From an optimization exercise on the open Yosys and OpenROAD flow, aimed at small area; shortcuts taken in it are not production practice.
The RTL was checked by simulation tests, not by an equivalence proof against the original design.
Power figures rest on the tool's default switching activity, not on a simulated workload. The flow treats the clock pin as an ideal source, which a real chip does not have.

[design/flow/flow/run.sh]
#!/bin/bash
# The standard ORFS layout, with two changes: ports are buffered with the smallest
# buffer, and clock tree synthesis uses small clock buffers without dummy loads.
set -euo pipefail
export BUFFER_PORTS_ARGS="-buffer_cell sky130_fd_sc_hd__buf_1"
export CTS_ARGS="-sink_clustering_enable -repair_clock_nets -dont_use_dummy_load -buf_list {sky130_fd_sc_hd__clkbuf_4 sky130_fd_sc_hd__clkbuf_8} -sink_clustering_size 18 -sink_clustering_max_diameter 80"
bash standard.sh > flow_standard.log 2>&1
[design/flow/standard.sh]
#!/bin/bash
# synth_recipe.tcl (not shown) runs the flow's synth.tcl, then flattens the netlist and writes it again
# the make line also repeats each setting of config.mk as NAME=value (left out here)
make -C /OpenROAD-flow-scripts/flow DESIGN_CONFIG=/design/flow/config.mk WORK_HOME=/design/flow/orfs CLKGATE_MAP_FILE= SYNTH_SCRIPT=/design/flow/synth_recipe.tcl "${@:-finish}"
[design/flow/constraint.sdc]
create_clock -name core_clock -period 6.0 [get_ports {clk}]
set_input_delay 1.2000 -clock core_clock [delete_from_list [all_inputs] [get_ports {clk}]]
set_output_delay 1.2000 -clock core_clock [all_outputs]
set_load 0.01 [all_outputs]
[design/flow/config.mk]
export PLATFORM = sky130hd
export DESIGN_NAME = weight_row_packer
export DESIGN_NICKNAME = weight_row_packer
export VERILOG_FILES = /design/flow/design.v
export SDC_FILE = /design/flow/constraint.sdc
export NUM_CORES = 4
export LEC_CHECK = 0
export CAP_MARGIN = 20
export CORE_MARGIN = 2
export CORE_UTILIZATION = 70
export PLACE_DENSITY = 0.82
export SLEW_MARGIN = 20
[design/flow/design.v]
package weight_row_packer_pkg;
    localparam int DATA_W_DEF     = 128;
    localparam int ARRAY_N_DEF    = 32;
    localparam int WT_W_DEF       = 8;
    localparam int FIFO_DEPTH_DEF = 4;
    localparam int ROW_W_DEF      = ARRAY_N_DEF * WT_W_DEF;
    localparam int WPR_DEF        = ROW_W_DEF / DATA_W_DEF;
    typedef enum logic [1:0] {
        ST_IDLE    = 2'd0,
        ST_COLLECT = 2'd1,
        ST_DRAIN   = 2'd2
    } pk_state_e;
endpackage
module row_fifo_fwft #(
    parameter int HALF_W = 128,
    parameter int DEPTH  = 4,
    localparam int AW    = $clog2(DEPTH)
) (
    input  logic              clk,
    input  logic              wr_en,
    input  logic [AW-1:0]     wr_addr,
    input  logic [HALF_W-1:0] wr_lo,
    input  logic [HALF_W-1:0] wr_hi,
    input  logic [AW-1:0]     rd_addr,
    output logic [2*HALF_W-1:0] rd_data
);
    logic [2*HALF_W-1:0] mem [DEPTH];
    always_comb begin
        rd_data = '0;
        for (int i = 0; i < DEPTH; i++)
            rd_data = rd_data | (mem[i] & {2*HALF_W{rd_addr == AW'(i)}});
    end
    always_ff @(posedge clk) begin
        if (wr_en) mem[wr_addr] <= {wr_hi, wr_lo};
    end
endmodule
module weight_row_packer #(
    parameter  int DATA_W     = weight_row_packer_pkg::DATA_W_DEF,
    parameter  int ARRAY_N    = weight_row_packer_pkg::ARRAY_N_DEF,
    parameter  int WT_W       = weight_row_packer_pkg::WT_W_DEF,
    parameter  int FIFO_DEPTH = weight_row_packer_pkg::FIFO_DEPTH_DEF,
    localparam int ROW_W      = ARRAY_N * WT_W,
    localparam int WPR        = ROW_W / DATA_W,
    localparam int RC_W       = $clog2(ARRAY_N + 1)
) (
    input  logic              clk,
    input  logic              rst_n,
    input  logic              start,
    input  logic [RC_W-1:0]   tile_rows,
    input  logic              in_valid,
    input  logic [DATA_W-1:0] in_data,
    output logic              row_valid,
    output logic [ROW_W-1:0]  row_data,
    output logic [RC_W-1:0]   row_idx,
    input  logic              row_ready,
    output logic              busy,
    output logic              tile_done,
    output logic              err_overflow,
    output logic              err_stray
);
    localparam int AW = $clog2(FIFO_DEPTH);
    logic              st_collect, st_drain;
    logic [RC_W-1:0]   rows_left, pop_cnt, tgt_clamped;
    logic [AW:0]       wr_ptr;
    logic              beat_cnt;
    logic [DATA_W-1:0] asm_lo;
    logic              fifo_full, fifo_empty, row_done, push, pop;
    assign tgt_clamped = (tile_rows > RC_W'(ARRAY_N)) ? RC_W'(ARRAY_N) : tile_rows;
    assign fifo_empty  = (wr_ptr == pop_cnt[AW:0]);
    assign fifo_full   = (wr_ptr[AW] != pop_cnt[AW]) && (wr_ptr[AW-1:0] == pop_cnt[AW-1:0]);
    assign row_valid   = !fifo_empty;
    assign pop         = row_valid && row_ready;
    assign row_done    = st_collect && in_valid && beat_cnt;
    assign push        = row_done && (!fifo_full || pop);
    assign busy        = st_collect || st_drain;
    assign row_idx     = pop_cnt;
    always_ff @(posedge clk) begin
        if (!beat_cnt) asm_lo <= in_data;
    end
    always_ff @(posedge clk) begin
        if (!busy && start)   rows_left <= tgt_clamped;
        else if (row_done)    rows_left <= rows_left - RC_W'(1);
    end
    always_ff @(posedge clk or negedge rst_n) begin
        if (!rst_n) begin
            st_collect   <= 1'b0;
            st_drain     <= 1'b0;
            pop_cnt      <= '0;
            wr_ptr       <= '0;
            beat_cnt     <= 1'b0;
            err_overflow <= 1'b0;
            err_stray    <= 1'b0;
            tile_done    <= 1'b0;
        end else begin
            tile_done <= st_drain && fifo_empty;
            if (pop)  pop_cnt <= pop_cnt + RC_W'(1);
            if (push) wr_ptr  <= wr_ptr + 1'b1;
            if (!busy) begin
                if (start) begin
                    pop_cnt      <= '0;
                    wr_ptr       <= '0;
                    err_overflow <= 1'b0;
                    err_stray    <= 1'b0;
                    st_collect   <= (tgt_clamped != '0);
                    st_drain     <= (tgt_clamped == '0);
                end
                if (in_valid) err_stray <= 1'b1;
            end
            if (st_collect) begin
                if (in_valid) beat_cnt <= !beat_cnt;
                if (row_done) begin
                    if (!push) err_overflow <= 1'b1;
                    if (rows_left == RC_W'(1)) begin
                        st_collect <= 1'b0;
                        st_drain   <= 1'b1;
                    end
                end
            end
            if (st_drain) begin
                if (in_valid) err_stray <= 1'b1;
                if (fifo_empty) st_drain <= 1'b0;
            end
        end
    end
    row_fifo_fwft #(
        .HALF_W (DATA_W),
        .DEPTH  (FIFO_DEPTH)
    ) u_fifo (
        .clk     (clk),
        .wr_en   (push),
        .wr_addr (wr_ptr[AW-1:0]),
        .wr_lo   (asm_lo),
        .wr_hi   (in_data),
        .rd_addr (pop_cnt[AW-1:0]),
        .rd_data (row_data)
    );
endmodule
==> metrics.md, run 1 <==
| Metric | Value |
|---|---|
| Outcome | finished clean |
| Post-synth ARST share | 1.28% |
| Layer with the highest usage | met2 |
| Total gr overflow | 0 |
| Postcts setup bufs | 0 |
| Fin Setup TNS | 0 ps |
| R2R depth | 4 |
| Die height | 246 um |
| Core area | 57800 um^2 |
| Fmax | 219 MHz |
| Dominant cell type by area after synthesis | edfxtp_1 |
| Final min period | 4560 ps |
| Leak | 14.4 nW |
| Min-Delay Endpoint | u_fifo.mem[3][124]$_DFFE_PP_ |
| Row count | 88 |
| Xor/xnor share of the synthesized area | 0.256% |
| Slew margin rel. | 26.6% |
| Slew Viols, Final | 0 |
| Max cap viols | 0 |
| Predominant post-synthesis flop cell | edfxtp_1 |
| Final setup vio count | 0 |
| Worst Setup SP | pop_cnt[0]$_DFF_PN0_ |
| Worst-Margin Slew | 1100 ps |
| FF-to-FF End | u_fifo.mem[2][202]$_DFFE_PP_ |
| Final Skew | 64.7 ps |
| Clk sink count | 1173 |
| Period utilization | 76.0% |
| Simple-gate share of the synthesized area | 2.93% |
| Routing usage on met3 | 6.27% |
| Startpoint type of the worst setup path | register |
| GRT Total Usage | 28.2% |
| Pwr/cell area | 478 nW/um^2 |
| Share of post-route cells with drive strength above 1 | 4.95% |
| First-pass detailed-route iteration total | 6 |
| CTS root buf | clkbuf_8 |
| Drt wl/cell | 25.7 um |
| Initial antenna violation count | 14 |
| Max VDD drop | 0.344 mV |
| Vias in the first global route | 21700 |
| R2R Setup Slk | 2870 ps |
| CTS clk-pin slew, worst paths | 110 ps |
| CTS Hold Bufs | 0 |
| Synth Area in Adders | 0.305% |
| Detailed Route Iter0 Violations | 2374 |
| Hold path start | asm_lo[124]$_DFFE_PN_ |
| Remaining DRCs | 0 |
| Synth Area in Compound Gates | 9.67% |
| Final hold violation count | 0 |
| Largest net degree at the start of global routing | 132 |
| Worst-case clock buffer depth | 3 |
| Initial core utilization | 71.0% |
| Setup ws final | 1440 ps |
| Worst R2R Start | pop_cnt[0]$_DFF_PN0_ |
| IO Pins | 406 |
| Mux share of post-synthesis cell area | 0.0488% |
| RSZ-0062 raised after global routing | no |
| Arr. time, crit path | 3360 ps |
| Die area | 60600 um^2 |
| Clk Latency, worst-skew pair | 690 ps |
| DR vias | 21800 |
| Post-synth EDFFs | 1158 |
| Synth Warn # | 2 |
| Met1 Track Usage GR | 37.5% |
| Total wire length | 85.9 mm |
| Crit path kind | register to primary output |
| Sequential element share of the synthesized area | 85.6% |
| DPL Wire Length | 50.2 mm |
| Antenna Violating Nets Remaining | 0 |
| Mean area per synthesized cell | 19.0 um^2 |
| Number of synthesized register bits | 1173 |
| First-pass GRT wire length | 127 mm |
| Count of cell types in the netlist | 35 |
| H-tree levels | 3 |
| CTS resizes | 0 |
| CP Max Fanout | 64 |
| Hold depth | 0 |
| IO Port Bufs | 405 |
| Area share of the largest cell type after synthesis | 84.7% |
| TritonCTS Buffers | 75 |
| Net count after synthesis | 2309 |
| Final hold slack | 471 ps |
| CTS tree | done |
| Synth top area cells | edfxtp_1 (85%), a22oi_1 (9.4%), nand2_1 (2.5%), clkbuf_1 (0.94%), dfrtp_1 (0.91%) |
| CP endpoint kind | primary output |
| Cell Area, Synth | 41100 um^2 |
| WP data required | 4800 ps |
| Layout area overhead | 9.08% |
| Post-Synthesis Cells | 2160 |
| GR Util met2 | 46.4% |
| Pre-CTS WS | 2080 ps |
| Final core utilization | 77.5% |
| Nets | 2717 |
| Gpl congestion | 0.793 |
| Min-delay worst type | register to register |
| Power Total | 21.4 mW |
| Die width | 246 um |
| Largest family of logic cells by synthesized area | compound AO/OA/AOI/OAI gates |
| Vias/cell | 6.52 |
## per-stage QoR
step,instances,instance area (um^2)
5_1_grt,3336,44800
3_5_place_dp,3254,43700
2_1_floorplan,2160,41100
3_3_place_gp,3253,43700
4_1_cts,3329,44700
6_report,3338,44800
## per-layer routing
metal | up-vias | share of wire (%)
met3 | 186 | 9.3
li1 | 9449 | -
met1 | 11000 | 37
met4 | 14 | 3.5
met2 | 1119 | 50
met5 | - | 0.092
## final cells by class
class                           count  area, um^2
Sequential cell                  1173       35100
Fill cell                        2954       13000
Multi-Input combinational cell    860        5490
Timing Repair Buffer              448        2110
Clock buffer                       75        1030
Tap cell                          765         957
Inverter                           10        42.5
Antenna cell                        7        17.5
## state kept, by name (all words and copies together), names as in the netlist
signal and flops:
asm_lo 128, beat_cnt 1, err_overflow 1, err_stray 1
pop_cnt 6, rows_left 6, st_collect 1, st_drain 1
tile_done 1, u_fifo.mem 1024, wr_ptr 3
## cell usage after synthesis, types with 5 or more instances
| cell | n |
|---|---|
| nor2_1 | 9 |
| xnor2_1 | 9 |
| ha_1 | 10 |
| dfrtp_1 | 15 |
| inv_1 | 10 |
| buf_1 | 12 |
| nand2_1 | 270 |
| o21ai_0 | 9 |
| nand3b_1 | 5 |
| edfxtp_1 | 1158 |
| clkbuf_1 | 103 |
| a22oi_1 | 512 |
| nand3_1 | 5 |
| and2_1 | 5 |
## power breakdown
group | switching, mW | internal (mW)
Combinational | 4.84 | 1.84
Sequential | 0.563 | 10.8
Clock | 2.19 | 1.13
## worst max-delay path by stage
stage | cells past startpoint | endpoint | slack (ps)
3_5_place_dp | 5 | u_fifo.mem[0][115]$_DFFE_PP_ | 2080
2_1_floorplan | 4 | wr_ptr[2]$_DFF_PN0_ | 600
4_1_cts | 6 | row_data[130] | 1360
5_1_grt | 6 | row_data[130] | 1220
3_3_place_gp | 5 | u_fifo.mem[1][146]$_DFFE_PP_ | 2090
6_report | 6 | row_data[130] | 1440
## worst max-delay path, stage by stage (launching register included)
cell,delay [ps]
dfrtp_1,510
inv_1,240
ha_4,750
buf_4,620
a22oi_1,160
nand2_1,150
buf_1,190
## cells by family after synthesis
family | count (synthesis)
AOI/OAI and AO/OA | 533
xor gates and xnor gates | 12
adders and majority gates | 10
buffers and inverters | 127
DFF | 1173
muxes | 2
and+or+nand+nor | 303
## cells in the final DEF (no fill, tap or decap), drive strengths merged
cell type	synthesis	layout
dfrtp	15	15
or4	1	1
nand4b	1	1
nand3	5	5
a31o	1	1
o31a	1	1
or3	1	1
a21o	1	1
mux2i	2	2
nor2	9	9
a41oi	1	1
nand3b	5	5
a22oi	512	512
ha	10	10
a21oi	3	3
inv	10	10
diode	0	7
and2	5	5
xnor2	9	9
buf	14	448
o21a	1	1
o21ai	9	9
nand2b	1	1
nor4b	1	1
edfxtp	1158	1158
a31oi	2	2
nor4	2	2
o211ai	1	1
nand4	1	1
clkbuf	103	75
nor3	1	1
o31ai	1	1
nand2	270	270
xor2	3	3
==> inputs of run 2 (changes only) <==
--- a/design/flow/config.mk
+++ b/design/flow/config.mk
@@ -7,6 +7,7 @@
 export LEC_CHECK = 0
-export CAP_MARGIN = 20
+export CAP_MARGIN = 10
 export CORE_MARGIN = 2
-export CORE_UTILIZATION = 70
-export PLACE_DENSITY = 0.82
-export SLEW_MARGIN = 20
+export CORE_UTILIZATION = 75
+export GPL_TIMING_DRIVEN = 0
+export PLACE_DENSITY = 0.85
+export SLEW_MARGIN = 10
==> metrics.md, run 2 <==
| Metric | Value |
|---|---|
| CP Max Fanout | 10 |
| CTS resizes | 0 |
| Top post-synthesis cells by count | edfxtp_1 (1158), a22oi_1 (512), nand2_1 (270), clkbuf_1 (103), dfrtp_1 (15) |
| Leak | 14.5 nW |
| Slew Viols, Final | 0 |
| Crit path max-delay family | buffers and inverters |
| Total gr overflow | 0 |
| CTS Hold Bufs | 0 |
| CP endpoint kind | primary output |
| Max cap viols | 0 |
| TritonCTS Buffers | 75 |
| Hold path start | asm_lo[20]$_DFFE_PN_ |
| FF-to-FF End | u_fifo.mem[1][76]$_DFFE_PP_ |
| RSZ-0062 raised after global routing | no |
| Psw | 7.97 mW |
| Die height | 238 um |
| Vias in the first global route | 22400 |
| Initial antenna violation count | 13 |
| Layer with the highest usage | met2 |
| CTS root buf | clkbuf_8 |
| Worst-case clock buffer depth | 3 |
| Worst R2R Start | pop_cnt[1]$_DFF_PN0_ |
| First-pass detailed-route iteration total | 6 |
| Net count after synthesis | 2309 |
| Int Pwr | 13.9 mW |
| Die width | 238 um |
| Slew margin rel. | 15.5% |
| Logic gate share of total power | 32.6% |
| Final setup vio count | 0 |
| Row count | 85 |
| Final hold violation count | 0 |
| CTS tree | done |
| Sequential element share of the synthesized area | 85.6% |
| WP buf/inv | 4 |
| Mean area per synthesized cell | 19.0 um^2 |
| Total wire length | 91.8 mm |
| Vias/cell | 6.70 |
| Area share of the largest cell type after synthesis | 84.7% |
| Largest reg by FF count | u_fifo.mem |
| CTS clk-pin slew, worst paths | 100 ps |
| Startpoint type of the worst setup path | register |
| Predominant post-synthesis flop cell | edfxtp_1 |
| Share of post-route cells with drive strength above 1 | 4.02% |
| Clock power share | 15.2% |
| H-tree levels | 3 |
| WP data required | 4800 ps |
| Count of cell types in the netlist | 35 |
| R2R Setup Slk | 2520 ps |
| Sequential share of power | 52.1% |
| Placed cells | 3286 |
| Worst-path cell chain | ha_1 > clkbuf_1 > clkbuf_1 > clkbuf_1 > a22oi_1 > nand2_1 > buf_1 |
| Largest registers | u_fifo.mem (1024), asm_lo (128) |
| Clk sink count | 1173 |
| IO Pins | 406 |
| DR vias | 22600 |
| Hold depth | 0 |
| Nets | 2816 |
| Core area | 54000 um^2 |
| Max VDD drop | 0.320 mV |
| Detailed Route Iter0 Violations | 2818 |
| Pwr/cell area | 484 nW/um^2 |
| Crit path max-delay cell type | clkbuf_1 |
| Most frequent cells in the layout | edfxtp_1 (1158), a22oi_1 (512), buf_1 (417) |
| Crit path kind | register to primary output |
| Synth Warn # | 2 |
| GRT Total Usage | 32.3% |
| Period utilization | 83.5% |
| Largest net degree at the start of global routing | 90 |
| Worst-Margin Slew | 1270 ps |
| Fin Setup TNS | 0 ps |
| DPL Wire Length | 57.9 mm |
| Final Skew | 62.7 ps |
| Dominant cell type by area after synthesis | edfxtp_1 |
| Postcts setup bufs | 0 |
| Remaining DRCs | 0 |
| Post-synth ARST share | 1.28% |
| Post-Synthesis Cells | 2160 |
| Non-filler instance count after layout | 3369 |
| R2R depth | 7 |
| First-pass GRT wire length | 133 mm |
| Met1 Track Usage GR | 42.4% |
| Min-Delay Endpoint | u_fifo.mem[3][20]$_DFFE_PP_ |
| Routing usage on met3 | 7.75% |
| Clk Latency, worst-skew pair | 690 ps |
| Fmax | 200 MHz |
| Synth top area cells | edfxtp_1 (85%), a22oi_1 (9.4%), nand2_1 (2.5%), clkbuf_1 (0.94%), dfrtp_1 (0.91%) |
| Most common cell after layout, fill and taps aside | edfxtp_1 |
| GR Util met2 | 52.7% |
| Sw Ratio | 36.5% |
| Initial core utilization | 76.0% |
| Antenna Violating Nets Remaining | 0 |
| Min-delay worst type | register to register |
| Post-synth EDFFs | 1158 |
| Critical Path Most Common Cell | clkbuf_1 |
| Layout area overhead | 9.90% |
| Outcome | finished clean |
| Gpl congestion | 0.826 |
| Critical path's largest stage delay | 930 ps |
| IO Port Bufs | 405 |
| Arr. time, crit path | 3810 ps |
| Number of synthesized register bits | 1173 |
| Top-count cell post-synth | edfxtp_1 |
| Cell Area, Synth | 41100 um^2 |
| Largest register FFs | 1024 |
| Drt wl/cell | 27.3 um |
| Final hold slack | 478 ps |
| Die area | 56600 um^2 |
| Final min period | 5010 ps |
run 2: cell counts after synthesis:
No cell type changed its count.
run 2: cells by family after synthesis:
kind of cell	share of synthesized area, %
AO/OA/AOI/OAI	9.67
XOR/XNOR	0.256
adder cells (fa/ha/maj)	0.305
buffers and inverters	1.19
flip-flops	85.6
multiplexers	0.0488
AND/OR/NAND/NOR	2.93
run 2: worst max-delay path by stage:
stage / from / end / slack, ps / depth (start not counted)
floorplan: in_valid / wr_ptr[2]$_DFF_PN0_ / 600 / 4
global placement: in_valid / wr_ptr[2]$_DFF_PN0_ / -2020 / 5
detailed placement: pop_cnt[1]$_DFF_PN0_ / row_data[52] / 1680 / 7
CTS: pop_cnt[1]$_DFF_PN0_ / row_data[52] / 940 / 7
global route: pop_cnt[1]$_DFF_PN0_ / row_data[52] / 790 / 7
finish: pop_cnt[1]$_DFF_PN0_ / row_data[52] / 990 / 7
run 2: power by group through the flow:
stage          sequential (mW)  combinational (mW)  clock (mW)
2_1_floorplan             11.6                3.78           0
3_3_place_gp              11.8                6.61           0
3_5_place_dp              11.6                7.03           0
4_1_cts                   11.4                7.07        3.34
5_1_grt                   11.5                7.59        3.59
6_report                  11.4                7.13        3.33
run 2: metal layers:
layer,routed length [um],vias to the layer above
met4,3820,12
met2,46200,1436
li1,-,9657
met1,31600,11200
met5,78,-
met3,10200,227
run 2: area by class of cell:
cell class,instances,area (um^2)
flip-flops and latches,1173,35100
well taps,696,871
inverters,10,45.0
multi-input cells,860,5440
plain buffers,117,450
fillers,2369,8900
clock buffers,75,1030
repair buffers,430,2130
diodes,8,20.0
run 2: stage by stage:
step	utilization (%)	worst slack [ps]	instance area (um^2)	power [mW]
3_3_place_gp	80.4	-2020	43500	18.4
3_5_place_dp	81.6	1680	44100	18.6
5_1_grt	83.5	790	45100	22.7
4_1_cts	83.5	943	45100	21.8
6_report	83.5	989	45100	21.8
2_1_floorplan	-	600	41100	15.3
==> inputs of run 3 (changes only) <==
--- a/design/flow/config.mk
+++ b/design/flow/config.mk
@@ -10,3 +10,2 @@
 export CORE_UTILIZATION = 75
-export GPL_TIMING_DRIVEN = 0
 export PLACE_DENSITY = 0.85
==> metrics.md, run 3 <==
| Metric | Value |
|---|---|
| Antenna Violating Nets Remaining | 0 |
| Remaining DRCs | 0 |
| Row count | 85 |
| Worst-case clock buffer depth | 3 |
| DPL Wire Length | 49.8 mm |
| Worst-path cell chain | inv_1 > ha_4 > buf_12 > a22oi_1 > nand2_1 > buf_1 |
| Startpoint type of the worst setup path | register |
| IO Pins | 406 |
| DR vias | 21900 |
| Largest register FFs | 1024 |
| Largest reg by FF count | u_fifo.mem |
| CP endpoint kind | primary output |
| Largest registers | u_fifo.mem (1024), asm_lo (128) |
| Postcts setup bufs | 0 |
| Arr. time, crit path | 3350 ps |
| H-tree levels | 3 |
| Die area | 56600 um^2 |
| Clk Latency, worst-skew pair | 710 ps |
| Slew margin rel. | 23.6% |
| Share of post-route cells with drive strength above 1 | 4.80% |
| Met2 WL | 42.7 mm |
| Most frequent cells in the layout | edfxtp_1 (1158), a22oi_1 (512), buf_1 (405) |
| Min-delay worst type | register to register |
| Total wire length | 85.6 mm |
| Crit path kind | register to primary output |
| IO Port Bufs | 405 |
| Post-synth EDFFs | 1158 |
| CTS clk-pin slew, worst paths | 110 ps |
| Die width | 238 um |
| R2R Setup Slk | 2650 ps |
| Initial antenna violation count | 14 |
| CTS root buf | clkbuf_8 |
| Max VDD drop | 0.363 mV |
| Uppermost layer routed | met5 |
| Max cap viols | 0 |
| Final min period | 4550 ps |
| Hold depth | 0 |
| Pre-CTS WS | 1980 ps |
| Die height | 238 um |
| Vias in the first global route | 21500 |
| Post-synth ARST share | 1.28% |
| Count of cell types in the netlist | 35 |
| Cell Area, Synth | 41100 um^2 |
| Non-filler instance count after layout | 3266 |
| Final setup vio count | 0 |
| Final hold violation count | 0 |
| Drt wl/cell | 26.2 um |
| Slew Viols, Final | 0 |
| Synth Warn # | 2 |
| Most common cell after layout, fill and taps aside | edfxtp_1 |
| Net count after synthesis | 2309 |
| First-pass detailed-route iteration total | 6 |
| Crit path max-delay cell type | ha_4 |
| Met1 wire length | 31.1 mm |
| Outcome | finished clean |
| Nets | 2713 |
| Placed Area | 43600 um^2 |
| FF-to-FF End | u_fifo.mem[0][79]$_DFFE_PP_ |
| Number of synthesized register bits | 1173 |
| Final hold slack | 481 ps |
| CP Max Fanout | 78 |
| Predominant post-synthesis flop cell | edfxtp_1 |
| Fin Setup TNS | 0 ps |
| Worst R2R Start | pop_cnt[0]$_DFF_PN0_ |
| Layout area overhead | 8.68% |
| Gpl congestion | 0.862 |
| Leak | 14.4 nW |
| Total gr overflow | 0 |
| Largest net degree at the start of global routing | 97 |
| Final core utilization | 82.6% |
| Core area | 54000 um^2 |
| Period utilization | 75.9% |
| Mean area per synthesized cell | 19.0 um^2 |
| Setup ws final | 1450 ps |
| Post-route cell area | 44600 um^2 |
| R2R depth | 4 |
| First-pass GRT wire length | 127 mm |
| Critical path's largest stage delay | 910 ps |
| Worst-Margin Slew | 1150 ps |
| Top-count cell post-synth | edfxtp_1 |
| Power Total | 21.4 mW |
| Pwr/cell area | 479 nW/um^2 |
| Clk sink count | 1173 |
| Top post-synthesis cells by count | edfxtp_1 (1158), a22oi_1 (512), nand2_1 (270), clkbuf_1 (103), dfrtp_1 (15) |
| Area share of the largest cell type after synthesis | 84.7% |
| GRT Total Usage | 30.1% |
| CTS tree | done |
| WP data required | 4800 ps |
| CTS resizes | 0 |
| CTS Hold Bufs | 0 |
| Min-Delay Endpoint | u_fifo.mem[2][57]$_DFFE_PP_ |
| Dominant cell type by area after synthesis | edfxtp_1 |
| Initial core utilization | 76.0% |
| Final Skew | 56.8 ps |
| Detailed Route Iter0 Violations | 2414 |
| Fmax | 220 MHz |
| Placed cells | 3183 |
| Post-Synthesis Cells | 2160 |
| Synth top area cells | edfxtp_1 (85%), a22oi_1 (9.4%), nand2_1 (2.5%), clkbuf_1 (0.94%), dfrtp_1 (0.91%) |
| Vias/cell | 6.70 |
| Sequential element share of the synthesized area | 85.6% |
| WL met3 | 8.11 mm |
| TritonCTS Buffers | 75 |
| Hold path start | asm_lo[57]$_DFFE_PN_ |
| RSZ-0062 raised after global routing | no |
## run 3: cell type report
| class | instances | area (um^2) |
|---|---|---|
| Timing Repair Buffer | 444 | 2030 |
| Fill cell | 2403 | 9400 |
| Inverter | 10 | 42.5 |
| Clock buffer | 75 | 1030 |
| Tap cell | 696 | 871 |
| Antenna cell | 8 | 20.0 |
| Sequential cell | 1173 | 35100 |
| Multi-Input combinational cell | 860 | 5490 |
## run 3: power by group
part | total, mW | switching (mW) | internal (mW)
Combinational | 6.64 | 4.83 | 1.81
Clock | 3.33 | 2.20 | 1.13
Sequential | 11.4 | 0.558 | 10.8
Total | 21.4 | 7.59 | 13.8
## run 3: how the worst max path moves through the flow
| stage | from | endpoint | slack [ps] | cells after the start |
|---|---|---|---|---|
| 2_1_floorplan | in_valid | wr_ptr[2]$_DFF_PN0_ | 600 | 4 |
| 3_3_place_gp | in_valid | u_fifo.mem[0][85]$_DFFE_PP_ | 2130 | 5 |
| 3_5_place_dp | in_valid | u_fifo.mem[0][83]$_DFFE_PP_ | 1980 | 5 |
| 4_1_cts | pop_cnt[0]$_DFF_PN0_ | row_data[166] | 1430 | 6 |
| 5_1_grt | pop_cnt[0]$_DFF_PN0_ | row_data[166] | 1270 | 6 |
| 6_report | pop_cnt[0]$_DFF_PN0_ | row_data[141] | 1450 | 6 |
## run 3: cell families (layout without fill, tap and decap cells)
kind of cell / Yosys count / after routing / synth area share [%]
AND/OR/NAND/NOR: 303 / 303 / 2.93
multiplexers: 2 / 2 / 0.0488
adder cells (fa/ha/maj): 10 / 10 / 0.305
other: 0 / 8 / 0
flip-flops: 1173 / 1173 / 85.6
XOR/XNOR: 12 / 12 / 0.256
buffers and inverters: 127 / 529 / 1.19
AO/OA/AOI/OAI: 533 / 533 / 9.67
## run 3: worst max-delay path, delay by kind of cell, from the launching register on
kind / cells / cell delay (ps)
fa+ha+maj: 1 / 910
buf+inv: 3 / 780
flops: 1 / 510
simple gates: 1 / 180
compound gates: 1 / 120
## run 3: layer usage
metal,GRT usage (%),up-vias
met4,11.8,14
met2,48.8,1267
li1,-,9442
met1,41.5,10900
met5,0,-
met3,6.24,224
==> inputs of run 4 (changes only) <==
--- a/design/flow/config.mk
+++ b/design/flow/config.mk
@@ -7,3 +7,3 @@
 export LEC_CHECK = 0
-export CAP_MARGIN = 10
+export CAP_MARGIN = 0
 export CORE_MARGIN = 2
@@ -11,2 +11,2 @@
 export PLACE_DENSITY = 0.85
-export SLEW_MARGIN = 10
+export SLEW_MARGIN = 0
==> metrics.md, run 4 <==
| Metric | Value |
|---|---|
| H-tree levels | 3 |
| Final min period | 4550 ps |
| Pwr/cell area | 479 nW/um^2 |
| Net count after synthesis | 2309 |
| Max cap viols | 0 |
| Most frequent cells in the layout | edfxtp_1 (1158), a22oi_1 (512), buf_1 (405) |
| First-pass GRT wire length | 127 mm |
| Top-count cell post-synth | edfxtp_1 |
| CTS root buf | clkbuf_8 |
| Predominant post-synthesis flop cell | edfxtp_1 |
| Antenna Violating Nets Remaining | 0 |
| Final hold violation count | 0 |
| Clk sink count | 1173 |
| Post-synth EDFFs | 1158 |
| R2R Setup Slk | 2650 ps |
| Filler instances | 2403 |
| Crit path kind | register to primary output |
| Slew Viols, Final | 0 |
| Gpl congestion | 0.862 |
| Worst-Margin Slew | 1150 ps |
| Multi-input logic area | 5490 um^2 |
| CTS Hold Bufs | 0 |
| Placed Area | 43600 um^2 |
| Post-synth ARST share | 1.28% |
| Initial antenna violation count | 14 |
| Most common cell after layout, fill and taps aside | edfxtp_1 |
| Postcts setup bufs | 0 |
| Post-route cell area | 44600 um^2 |
| R2R depth | 4 |
| Worst Setup SP | pop_cnt[0]$_DFF_PN0_ |
| Top post-synthesis cells by count | edfxtp_1 (1158), a22oi_1 (512), nand2_1 (270), clkbuf_1 (103), dfrtp_1 (15) |
| CTS resizes | 0 |
| Vias in the first global route | 21500 |
| Max VDD drop | 0.363 mV |
| IO Pins | 406 |
| Slew margin rel. | 23.6% |
| Hold depth | 0 |
| Share of post-route cells with drive strength above 1 | 4.80% |
| Area share of the largest cell type after synthesis | 84.7% |
| Final hold slack | 481 ps |
| First-pass detailed-route iteration total | 6 |
| Synth Warn # | 2 |
| Die area | 56600 um^2 |
| Cell Area, Synth | 41100 um^2 |
| Remaining DRCs | 0 |
| Final Skew | 56.8 ps |
| DR vias | 21900 |
| Outcome | finished clean |
| GRT Total Usage | 30.1% |
| Core area | 54000 um^2 |
| Number of synthesized register bits | 1173 |
| Final setup vio count | 0 |
| Arr. time, crit path | 3350 ps |
| CTS tree | done |
| Layout area overhead | 8.68% |
| Setup ws final | 1450 ps |
| Worst-case clock buffer depth | 3 |
| Mean area per synthesized cell | 19.0 um^2 |
| WP data required | 4800 ps |
| Sequential element share of the synthesized area | 85.6% |
| Pre-CTS WS | 1980 ps |
| Fmax | 220 MHz |
| Total wire length | 85.6 mm |
| IO Port Bufs | 405 |
| Row count | 85 |
| Total gr overflow | 0 |
| Largest net degree at the start of global routing | 97 |
| Largest reg by FF count | u_fifo.mem |
| Largest register FFs | 1024 |
| Min-delay worst type | register to register |
| DPL Wire Length | 49.8 mm |
| CTS clk-pin slew, worst paths | 110 ps |
| Worst R2R Start | pop_cnt[0]$_DFF_PN0_ |
| Leak | 14.4 nW |
| FF-to-FF End | u_fifo.mem[0][79]$_DFFE_PP_ |
| Hold path start | asm_lo[57]$_DFFE_PN_ |
| FF+latch area | 35100 um^2 |
| Startpoint type of the worst setup path | register |
| Die height | 238 um |
| Die width | 238 um |
| Clk Latency, worst-skew pair | 710 ps |
| Detailed Route Iter0 Violations | 2414 |
| CP Max Fanout | 78 |
| Vias/cell | 6.70 |
| Power Total | 21.4 mW |
| Min-Delay Endpoint | u_fifo.mem[2][57]$_DFFE_PP_ |
| Drt wl/cell | 26.2 um |
| Post-Synthesis Cells | 2160 |
| Count of cell types in the netlist | 35 |
| TritonCTS Buffers | 75 |
| Initial core utilization | 76.0% |
| Synth top area cells | edfxtp_1 (85%), a22oi_1 (9.4%), nand2_1 (2.5%), clkbuf_1 (0.94%), dfrtp_1 (0.91%) |
| Fin Setup TNS | 0 ps |
| CP endpoint kind | primary output |
| Period utilization | 75.9% |
| Largest registers | u_fifo.mem (1024), asm_lo (128) |
| Nets | 2713 |
| Dominant cell type by area after synthesis | edfxtp_1 |
| RSZ-0062 raised after global routing | no |
run 4: cell counts in the layout (fill, tap and decap cells not counted):
Identical to the previous run, type by type.
run 4: kinds of logic (layout without fill, tap and decap cells):
kind of cell	Yosys count	in the layout	synth area share [%]
XOR/XNOR	12	12	0.256
adder cells (fa/ha/maj)	10	10	0.305
AO/OA/AOI/OAI	533	533	9.67
AND/OR/NAND/NOR	303	303	2.93
other	0	8	0
buffers and inverters	127	529	1.19
flip-flops	1173	1173	85.6
multiplexers	2	2	0.0488
run 4: worst max-delay path by stage:
stage                                       end
finish                            row_data[141]
floorplan                   wr_ptr[2]$_DFF_PN0_
global route                      row_data[166]
CTS                               row_data[166]
detailed placement  u_fifo.mem[0][83]$_DFFE_PP_
global placement    u_fifo.mem[0][85]$_DFFE_PP_
run 4: routing by layer:
layer  wire [um]  vias up  share of wire, %  global-route usage [%]
li1            -     9442                 -                       -
met1       31100    10900                36                    41.5
met2       42700     1267                50                    48.8
met3        8110      224               9.5                    6.24
met4        3560       14               4.2                    11.8
met5          94        -              0.11                       0
run 4: power breakdown:
part / leakage [nW] / total, mW / internal, mW / switching (mW)
Sequential: 10.8 / 11.4 / 10.8 / 0.558
Clock: 0.539 / 3.33 / 1.13 / 2.20
Combinational: 3.07 / 6.64 / 1.81 / 4.83
run 4: area by class of cell:
type	count	area share, %
timing repair buffer	444	4.54
clock buffer	75	2.31
tap	696	1.95
sequential	1173	78.8
multi-input combinational	860	12.3
inverter	10	0.0953
antenna	8	0.0449
run 4: worst max-delay path: stages, from the launching register on:
cell,delay (ps)
dfrtp_1,510
inv_1,240
ha_4,910
buf_12,350
a22oi_1,120
nand2_1,180
buf_1,190
run 4: metrics by stage:
step                cells  util, %
floorplan            2160        -
global placement     3183     80.7
detailed placement   3183     80.7
CTS                  3258     82.6
global route         3262     82.6
finish               3266     82.6
==> inputs of run 5 (changes only) <==
--- a/design/flow/config.mk
+++ b/design/flow/config.mk
@@ -7,6 +7,6 @@
 export LEC_CHECK = 0
-export CAP_MARGIN = 0
+export CAP_MARGIN = 10
 export CORE_MARGIN = 2
-export CORE_UTILIZATION = 75
-export PLACE_DENSITY = 0.85
-export SLEW_MARGIN = 0
+export CORE_UTILIZATION = 82
+export PLACE_DENSITY = 0.9
+export SLEW_MARGIN = 10
==> metrics.md, run 5 <==
| Metric | Value |
|---|---|
| Outcome | finished clean |
| Worst R2R Start | pop_cnt[0]$_DFF_PN0_ |
| RSZ-0062 raised after global routing | no |
| FF+latch area | 35100 um^2 |
| H-tree levels | 3 |
| Top post-synthesis cells by count | edfxtp_1 (1158), a22oi_1 (512), nand2_1 (270), clkbuf_1 (103), dfrtp_1 (15) |
| Fmax | 217 MHz |
| Most frequent cells in the layout | edfxtp_1 (1158), a22oi_1 (512), buf_1 (405) |
| R2R Setup Slk | 2670 ps |
| Largest registers | u_fifo.mem (1024), asm_lo (128) |
| Clock power share | 15.6% |
| Critical path's largest stage delay | 870 ps |
| Leak | 14.3 nW |
| CTS clk-pin slew, worst paths | 110 ps |
| Largest reg by FF count | u_fifo.mem |
| Post-synth EDFFs | 1158 |
| Detailed Route Iter0 Violations | 3189 |
| Predominant post-synthesis flop cell | edfxtp_1 |
| Slew margin rel. | 28.4% |
| CP endpoint kind | primary output |
| Antenna Violating Nets Remaining | 0 |
| Xor/xnor share of the synthesized area | 0.256% |
| Share of post-route cells with drive strength above 1 | 4.47% |
| Psw | 7.87 mW |
| Non-filler instance count after layout | 3230 |
| CTS resizes | 0 |
| Clk Latency, worst-skew pair | 690 ps |
| WP data required | 4800 ps |
| Initial antenna violation count | 5 |
| Initial core utilization | 82.5% |
| Number of synthesized register bits | 1173 |
| Nets | 2704 |
| Clk sink count | 1173 |
| Slew Viols, Final | 0 |
| Crit path kind | register to primary output |
| Gpl congestion | 0.829 |
| DPL Wire Length | 51.0 mm |
| Total gr overflow | 0 |
| Multi-input logic area | 5490 um^2 |
| Top-count cell post-synth | edfxtp_1 |
| FF-to-FF End | u_fifo.mem[2][149]$_DFFE_PP_ |
| CTS tree | done |
| IO Pins | 406 |
| GRT Total Usage | 36.1% |
| Drt wl/cell | 28.7 um |
| Sequential element share of the synthesized area | 85.6% |
| Max VDD drop | 0.424 mV |
| Count of cell types in the netlist | 35 |
| Worst-case clock buffer depth | 3 |
| Remaining DRCs | 0 |
| Largest family of logic cells by synthesized area | compound AO/OA/AOI/OAI gates |
| Vias in the first global route | 22600 |
| Period utilization | 76.8% |
| Row count | 82 |
| Hold depth | 0 |
| Startpoint type of the worst setup path | register |
| Hold path start | asm_lo[108]$_DFFE_PN_ |
| Vias/cell | 7.13 |
| Layout area overhead | 8.36% |
| Area share of the largest cell type after synthesis | 84.7% |
| Final hold violation count | 0 |
| Sw Ratio | 36.4% |
| Logic gate share of total power | 31.4% |
| Final core utilization | 89.4% |
| Synth Area in Adders | 0.305% |
| CP Max Fanout | 76 |
| Cell Area, Synth | 41100 um^2 |
| Post-synth ARST share | 1.28% |
| Mux share of post-synthesis cell area | 0.0488% |
| Final setup vio count | 0 |
| Crit path max-delay cell type | ha_4 |
| DR vias | 23000 |
| Synth top area cells | edfxtp_1 (85%), a22oi_1 (9.4%), nand2_1 (2.5%), clkbuf_1 (0.94%), dfrtp_1 (0.91%) |
| Final min period | 4610 ps |
| Die height | 228 um |
| Placed cells | 3150 |
| Most common cell after layout, fill and taps aside | edfxtp_1 |
| R2R depth | 4 |
| IO Port Bufs | 405 |
| Post-Synthesis Cells | 2160 |
| CTS Hold Bufs | 0 |
| Final Skew | 68.3 ps |
| Net count after synthesis | 2309 |
| Dominant cell type by area after synthesis | edfxtp_1 |
| Int Pwr | 13.8 mW |
| Worst-path cell chain | inv_1 > ha_4 > buf_4 > a22oi_1 > nand2_1 > buf_1 |
| Min-Delay Endpoint | u_fifo.mem[3][108]$_DFFE_PP_ |
| Die width | 228 um |
| Min-delay worst type | register to register |
| Largest net degree at the start of global routing | 140 |
| Worst-Margin Slew | 1070 ps |
| Sequential share of power | 53.0% |
| Pwr/cell area | 486 nW/um^2 |
| Largest register FFs | 1024 |
| Filler instances | 1660 |
| TritonCTS Buffers | 75 |
| CTS root buf | clkbuf_8 |
| First-pass GRT wire length | 139 mm |
| Synth Area in Compound Gates | 9.67% |
| Mean area per synthesized cell | 19.0 um^2 |
| Total wire length | 92.8 mm |
| Simple-gate share of the synthesized area | 2.93% |
| Postcts setup bufs | 0 |
| Arr. time, crit path | 3410 ps |
| Core area | 49800 um^2 |
| Synth Warn # | 2 |
| Max cap viols | 0 |
| Fin Setup TNS | 0 ps |
| Die area | 51900 um^2 |
| First-pass detailed-route iteration total | 8 |
## run 5: changes by cell type in the layout (fill, tap and decap cells not counted)
cell | before | now
diode_2 | 8 | 5
buf_12 | 17 | 15
buf_4 | 22 | 15
## run 5: per-stage QoR
step | area [um^2] | power (mW) | setup WS (ps) | hold WS (ps)
2_1_floorplan | 41100 | 15.3 | 600 | 459
3_3_place_gp | 43500 | 17.8 | 2210 | 461
3_5_place_dp | 43500 | 18.2 | 2100 | 480
4_1_cts | 44500 | 21.5 | 1410 | 489
5_1_grt | 44500 | 22.4 | 1280 | 512
6_report | 44500 | 21.6 | 1390 | 491
## run 5: cell families after synthesis
| group | after synthesis |
|---|---|
| AO/OA/AOI/OAI | 533 |
| XOR/XNOR | 12 |
| adder cells (fa/ha/maj) | 10 |
| buffers and inverters | 127 |
| flip-flops | 1173 |
| multiplexers | 2 |
| AND/OR/NAND/NOR | 303 |
## run 5: power groups by stage
stage | combinational [mW] | clock, mW | sequential [mW]
2_1_floorplan | 3.78 | 0 | 11.6
3_3_place_gp | 6.37 | 0 | 11.4
3_5_place_dp | 6.56 | 0 | 11.6
4_1_cts | 6.68 | 3.37 | 11.5
5_1_grt | 7.17 | 3.60 | 11.6
6_report | 6.80 | 3.37 | 11.5
## run 5: worst max path at each step
stage	from	to	slack, ps	depth (start not counted)
6_report	pop_cnt[1]$_DFF_PN0_	row_data[132]	1390	6
4_1_cts	pop_cnt[0]$_DFF_PN0_	row_data[46]	1410	6
5_1_grt	pop_cnt[0]$_DFF_PN0_	row_data[133]	1280	6
3_5_place_dp	in_valid	u_fifo.mem[2][147]$_DFFE_PP_	2100	5
3_3_place_gp	pop_cnt[0]$_DFF_PN0_	row_data[198]	2210	6
2_1_floorplan	in_valid	wr_ptr[2]$_DFF_PN0_	600	4
## run 5: area by class of cell
class,count,share of cell area (%)
sequential,1173,79.0
multi-input combinational,860,12.3
timing repair buffer,435,4.34
clock buffer,75,2.32
tap,672,1.89
inverter,10,0.0956
antenna,5,0.0281
## run 5: layer usage
layer / GRT usage, % / vias up / part of all wire, %
li1: - / 9415 / -
met1: 48.5 / 11400 / 33
met2: 59.8 / 1901 / 52
met3: 7.01 / 262 / 11
met4: 14.9 / 2 / 4.2
met5: 0 / - / 0.012
## run 5: critical path: cells and delay by family (launching register included)
kind | cells | cell delay, ps
adders and majority gates | 1 | 870
AOI/OAI and AO/OA | 1 | 200
buffers and inverters | 3 | 920
DFF | 1 | 530
and+or+nand+nor | 1 | 170
==> inputs of run 6 (changes only) <==
==> design/flow/flow/run.sh (replaced) <==
#!/bin/bash
# The standard ORFS layout, with two changes: ports are buffered with the smallest
# buffer, and clock tree synthesis uses small clock buffers without dummy loads.
set -euo pipefail
export BUFFER_PORTS_ARGS="-buffer_cell sky130_fd_sc_hd__buf_1"
export CTS_ARGS="-sink_clustering_enable -repair_clock_nets -dont_use_dummy_load -buf_list sky130_fd_sc_hd__clkbuf_16 -sink_clustering_size 30 -sink_clustering_max_diameter 80"
bash standard.sh > flow_standard.log 2>&1
--- a/design/flow/config.mk
+++ b/design/flow/config.mk
@@ -9,4 +9,4 @@
 export CORE_MARGIN = 2
-export CORE_UTILIZATION = 82
-export PLACE_DENSITY = 0.9
+export CORE_UTILIZATION = 75
+export PLACE_DENSITY = 0.85
 export SLEW_MARGIN = 10
==> metrics.md, run 6 <==
| Metric | Value |
|---|---|
| Vias in the first global route | 21400 |
| H-tree levels | 2 |
| CTS Hold Bufs | 0 |
| Clk sink count | 1173 |
| Layout area overhead | 8.91% |
| Final hold slack | 502 ps |
| Die area | 56600 um^2 |
| Largest register FFs | 1024 |
| Postcts setup bufs | 0 |
| Arr. time, crit path | 3300 ps |
| Power Total | 21.6 mW |
| Placed Area | 43600 um^2 |
| Leak | 14.4 nW |
| CP endpoint kind | primary output |
| CTS tree | done |
| Period utilization | 74.9% |
| Dominant cell type by area after synthesis | edfxtp_1 |
| Row count | 85 |
| CTS root buf | clkbuf_16 |
| Top-count cell post-synth | edfxtp_1 |
| Max VDD drop | 0.446 mV |
| DR vias | 22100 |
| Die width | 238 um |
| Post-Synthesis Cells | 2160 |
| Synth Warn # | 2 |
| First-pass detailed-route iteration total | 6 |
| Count of cell types in the netlist | 35 |
| CTS resizes | 0 |
| Crit path kind | register to primary output |
| Die height | 238 um |
| Sequential element share of the synthesized area | 85.6% |
| Final hold violation count | 0 |
| Worst-Margin Slew | 1140 ps |
| Fin Setup TNS | 0 ps |
| IO Port Bufs | 405 |
| Net count after synthesis | 2309 |
| Min-delay worst type | register to register |
| CTS clk-pin slew, worst paths | 100 ps |
| Nets | 2683 |
| CP Max Fanout | 78 |
| Fmax | 222 MHz |
| First-pass GRT wire length | 128 mm |
| DPL Wire Length | 49.8 mm |
| Total gr overflow | 0 |
| Antenna Violating Nets Remaining | 0 |
| Share of post-route cells with drive strength above 1 | 3.67% |
| Cell Area, Synth | 41100 um^2 |
| GRT Total Usage | 30.3% |
| Slew Viols, Final | 0 |
| Largest net degree at the start of global routing | 97 |
| Largest registers | u_fifo.mem (1024), asm_lo (128) |
| Setup ws final | 1500 ps |
| RSZ-0062 raised after global routing | no |
| Final Skew | 71.2 ps |
| Startpoint type of the worst setup path | register |
| IO Pins | 406 |
| Placed cells | 3183 |
| Predominant post-synthesis flop cell | edfxtp_1 |
| Vias/cell | 6.82 |
| TritonCTS Buffers | 45 |
| FF+latch area | 35100 um^2 |
| Max cap viols | 0 |
| Mean area per synthesized cell | 19.0 um^2 |
| Pwr/cell area | 483 nW/um^2 |
| Final setup vio count | 0 |
| Outcome | finished clean |
| Remaining DRCs | 0 |
| Detailed Route Iter0 Violations | 2720 |
| Number of synthesized register bits | 1173 |
| Synth top area cells | edfxtp_1 (85%), a22oi_1 (9.4%), nand2_1 (2.5%), clkbuf_1 (0.94%), dfrtp_1 (0.91%) |
| Filler instances | 2367 |
| Core area | 54000 um^2 |
| Final core utilization | 82.8% |
| Post-synth EDFFs | 1158 |
| Largest reg by FF count | u_fifo.mem |
| Post-route cell area | 44700 um^2 |
| WP data required | 4800 ps |
| Top post-synthesis cells by count | edfxtp_1 (1158), a22oi_1 (512), nand2_1 (270), clkbuf_1 (103), dfrtp_1 (15) |
| Pre-CTS WS | 1980 ps |
| Area share of the largest cell type after synthesis | 84.7% |
| Gpl congestion | 0.862 |
| Most frequent cells in the layout | edfxtp_1 (1158), a22oi_1 (512), buf_1 (405) |
| Final min period | 4500 ps |
| Multi-input logic area | 5490 um^2 |
| Clk Latency, worst-skew pair | 620 ps |
| Most common cell after layout, fill and taps aside | edfxtp_1 |
| Slew margin rel. | 23.8% |
| Worst-case clock buffer depth | 3 |
| Initial antenna violation count | 12 |
| Total wire length | 86.5 mm |
| Drt wl/cell | 26.7 um |
| Initial core utilization | 76.0% |
| Non-filler instance count after layout | 3236 |
| Post-synth ARST share | 1.28% |
[run 6: cell types whose count changed in the layout (fill, tap and decap cells not counted)]
cell	previous run	this run
clkbuf_8	75	0
clkbuf_16	0	45
buf_4	15	22
diode_2	5	8
buf_12	15	17
[run 6: kinds of logic after synthesis]
family,count (synthesis),synth area share (%)
multiplexers,2,0.0488
AND/OR/NAND/NOR,303,2.93
flip-flops,1173,85.6
AO/OA/AOI/OAI,533,9.67
buffers and inverters,127,1.19
XOR/XNOR,12,0.256
adder cells (fa/ha/maj),10,0.305
[run 6: path summary, 6_finish.rpt]
check,slack (ps),cells past startpoint,startpoint,endpoint
hold / removal,500,0,asm_lo[91]$_DFFE_PN_,u_fifo.mem[0][91]$_DFFE_PP_
setup reg to reg,2680,4,pop_cnt[0]$_DFF_PN0_,u_fifo.mem[0][83]$_DFFE_PP_
hold reg to reg,500,0,asm_lo[91]$_DFFE_PN_,u_fifo.mem[0][91]$_DFFE_PP_
max in group asynchronous,4780,1,rst_n,err_overflow$_DFF_PN0_
min in group asynchronous,660,1,rst_n,st_collect$_DFF_PN0_
setup / recovery,1500,6,pop_cnt[0]$_DFF_PN0_,row_data[169]
[run 6: report_power, final]
| group | internal (mW) | switching [mW] | total [mW] |
|---|---|---|---|
| clock | 1.36 | 2.16 | 3.51 |
| sequential | 10.8 | 0.573 | 11.4 |
| combinational | 1.81 | 4.86 | 6.67 |
[run 6: cell type report]
class / instances / share of cell area, %
timing repair buffer: 444 / 4.53
inverter: 10 / 0.0951
multi-input combinational: 860 / 12.3
tap: 696 / 1.95
antenna: 8 / 0.0448
clock buffer: 45 / 2.52
sequential: 1173 / 78.6
[run 6: critical path, cell delays in order, from the launching register on]
cell	delay, ps
dfrtp_1	500
inv_1	250
ha_4	900
buf_12	430
a22oi_1	140
nand2_1	180
buf_1	170
[run 6: per-layer routing]
metal  global-route usage, %  vias up  share of wire, %
met1                    41.3    11100                36
met5                       0        -             0.094
li1                        -     9387                 -
met3                    5.53      210               9.6
met2                    49.7     1335                51
met4                    12.5       12               4.2

-- re-timing with driven ports --
Ports are ideal in the flow. The routed layouts listed here were re-timed in OpenROAD.
Step 1 assumes that a clkbuf_16 drives the clock port and a buf_2 every other input.
Step 2 adds t to the input delays and takes it off the output delays; t is the mean of the earliest and latest rising clock arrival at the registers after step 1. Input paths then give back, and output paths get back, about the clock's delay inside the block.
a / b / c = ideal / step 1 / step 2; a / b = the first two.
run	t, ns	setup WS [ns]	worst setup path at the end	latest minus earliest clock arrival (ns)	pins driven straight from the clock port
run 1	0.713	1.440 / 1.381 / 2.093	register to output	0.065 / 0.065	1
run 2	0.725	0.989 / 0.932 / 1.657	register to output	0.086 / 0.086	1
run 3	0.738	1.447 / 1.386 / 1.948	input to register	0.063 / 0.063	1
run 4	0.738	1.447 / 1.386 / 1.948	input to register	0.063 / 0.063	1
run 5	0.717	1.390 / 1.334 / 1.995	input to register	0.081 / 0.080	1
run 6	0.650	1.503 / 1.444 / 1.951	input to register	0.083 / 0.083	1
After both steps setup and hold are still met in every run listed.
